From an optimization exercise on the open Yosys and OpenROAD flow, aimed at small area; shortcuts taken in it are not production practice. Function was checked by simulation only, so behaviour that the tests miss may differ from the original.

==> flow/design.v (excerpt) <==
module sketch_top (
        input  wire logic                  clk,
        input  wire logic                  reset,
        input  wire logic                  en_hash,
        input  wire logic                  read_add,
        input  wire logic                  get_row,
        input  wire logic                  set_row,
        input  wire sketch_pkg::kmer_t     kmer,
        input  wire sketch_pkg::row_t      row_rd1,
        input  wire sketch_pkg::row_t      row_rd2,
        input  wire sketch_pkg::row_t      row_rd3,
        input  wire sketch_pkg::row_t      row_rd4,
        input  wire sketch_pkg::row_t      bucket_rd,
        output sketch_pkg::row_addr_t      row_addr,
        output sketch_pkg::row_addr_t      bucket_addr,
        output sketch_pkg::row_t           row_wr1,
        output sketch_pkg::row_t           row_wr2,
        output sketch_pkg::row_t           row_wr3,
        output sketch_pkg::row_t           row_wr4,
        output sketch_pkg::row_t           bucket_wr
);
Size: roughly 710 flip-flops, about 760 I/O pins, ~26,000 µm² of cells after synthesis.
==> flow/config.mk <==
export PLATFORM = sky130hd
export DESIGN_NAME = sketch_top
export DESIGN_NICKNAME = sketch_top
export VERILOG_FILES = /design/flow/design.v
export SDC_FILE = /design/flow/constraint.sdc
export NUM_CORES = 4
export LEC_CHECK = 0
export CAP_MARGIN = 20
export CORE_MARGIN = 2
export CORE_UTILIZATION = 40
export SLEW_MARGIN = 20
export SYNTH_HIERARCHICAL = 1
==> flow/constraint.sdc <==
create_clock -name core_clock -period 4.0 [get_ports {clk}]
set_input_delay 0.8000 -clock core_clock [delete_from_list [all_inputs] [get_ports {clk}]]
set_output_delay 0.8000 -clock core_clock [all_outputs]
set_load 0.01 [all_outputs]
standard.sh (not shown) runs the stock make flow with config.mk's settings and CLKGATE_MAP_FILE= SYNTH_SCRIPT=/design/flow/synth_recipe.tcl, a recipe that flattens the netlist after the stock synthesis.
==> flow/flow/run.sh <==
#!/bin/bash
# The standard layout with two changes: the smallest buffer (buf_1) as
# the port buffer, and a clock tree of clkbuf_4 cells driving clusters of at
# most 10 flip-flops, without dummy loads. make's output goes to
# flow_make.log; each ORFS step keeps its own log under orfs/logs.
set -euo pipefail
export BUFFER_PORTS_ARGS="-buffer_cell sky130_fd_sc_hd__buf_1"
export CTS_ARGS="-sink_clustering_enable -repair_clock_nets -dont_use_dummy_load -buf_list {sky130_fd_sc_hd__clkbuf_4} -sink_clustering_size 10 -sink_clustering_max_diameter 50"
bash standard.sh > flow_make.log 2>&1
Then changed:
--- a/flow/design.v
+++ b/flow/design.v
@@ -81,51 +81,36 @@
         assign hash_ld   = en_hash;
         assign hash_hold = ~en_hash;
         assign ra_ld     = en_hash | read_add;
         assign ra_hold   = ~(en_hash | read_add);
         assign rd_ld     = read_add;
         assign rd_hold   = ~read_add;
-        localparam logic [26:0] HASH_SEED = {sketch_pkg::ADDR_SEED, sketch_pkg::IDX_SEED1,
-                                             sketch_pkg::IDX_SEED2, sketch_pkg::IDX_SEED3,
-                                             sketch_pkg::IDX_SEED4};
         for (genvar i = 0; i < 27; i++) begin : g_hash
-                if (i == 4) begin : g_dup
-                        assign hash_q[i] = hash_q[19];
-                        assign sig_q[i]  = sig_q[19];
-                end else if (i == 2) begin : g_dup
-                        assign hash_q[i] = hash_q[26];
-                        assign sig_q[i]  = sig_q[26];
-                end else begin : g_reg
-                        and_or2 u_h (.a0(hash_ld), .b0(next_hash[i]), .a1(hash_hold), .b1(hash_q[i]), .y(hash_d[i]));
-                        and_or2 u_s (.a0(rd_ld), .b0(hash_q[i]), .a1(rd_hold), .b1(sig_q[i]), .y(sig_d[i]));
-                        always_ff @(posedge clk or negedge reset) begin
-                                if (!reset) begin
-                                        hash_q[i] <= HASH_SEED[i];
-                                end else begin
-                                        hash_q[i] <= hash_d[i];
-                                end
-                        end
-                        always_ff @(posedge clk) begin
-                                sig_q[i] <= sig_d[i];
-                        end
-                end
+                and_or2 u_h (.a0(hash_ld), .b0(next_hash[i]), .a1(hash_hold), .b1(hash_q[i]), .y(hash_d[i]));
+                and_or2 u_s (.a0(rd_ld), .b0(hash_q[i]), .a1(rd_hold), .b1(sig_q[i]), .y(sig_d[i]));
         end
         for (genvar i = 0; i < 7; i++) begin : g_addr
                 and_or2 u_r (.a0(ra_ld), .b0(hash_q[20+i]), .a1(ra_hold), .b1(row_addr[i]), .y(row_addr_d[i]));
                 and_or2 u_b (.a0(rd_ld), .b0(position[1+i]), .a1(rd_hold), .b1(bucket_addr[i]), .y(bucket_addr_d[i]));
         end
         always_ff @(posedge clk or negedge reset) begin
                 if (!reset) begin
+                        hash_q      <= {sketch_pkg::ADDR_SEED, sketch_pkg::IDX_SEED1, sketch_pkg::IDX_SEED2,
+                                        sketch_pkg::IDX_SEED3, sketch_pkg::IDX_SEED4};
                         row_addr    <= '0;
                         bucket_addr <= '0;
                         sig_v       <= 1'b0;
                 end else begin
+                        hash_q      <= hash_d;
                         row_addr    <= row_addr_d;
                         bucket_addr <= bucket_addr_d;
                         sig_v       <= sig_v | read_add;
                 end
+        end
+        always_ff @(posedge clk) begin
+                sig_q <= sig_d;
         end
         logic [31:0] gsel1, gsel2, gsel3, gsel4;
         logic        cap_ld, cap_hold;
         assign cap_ld   = get_row;
         assign cap_hold = ~get_row;
         assign gsel1 = {31'b0, get_row} << hash_q[19:15];
After rerunning:
- setup slack is better by 0.097 ns
- area after synthesis came out higher slightly
- design area came out higher slightly
- critical path depth is unchanged
- global-route usage came out higher by 0.12 points
- flip-flop and latch count came out higher by 4
- first-iteration DRC count came out higher by a few percent
- worst hold slack is better by 0.015 ns
- routed wire length came out higher slightly

## what the ideal ports hide
No port has a modelled driver above. Below, the same layouts with a new extraction and two added sets of constraints.
Step 1, drivers: a clkbuf_16 drives clk and a buf_2 each remaining input, both assumed.
Step 2, shift: input delay + t, output delay - t, t = (earliest + latest rising clock arrival at the registers) / 2. This alone moves slack from input paths to output paths.
Slacks: no drivers / after step 1 / after step 2; pairs: no drivers / after step 1.
run | shift t [ns] | slack for setup (ns) | worst setup path after step 2 | clock arrival spread, ns
the first run | 0.890 | 1.590 / 1.531 / 1.051 | input to register | 0.124 / 0.123
the second run | 0.887 | 1.686 / 1.625 / 1.044 | input to register | 0.081 / 0.081
After both steps setup and hold are still met in every run listed. For the second run, which loses most, drivers alone change the setup slack by -0.061 ns; drivers and shift together by -0.642 ns.
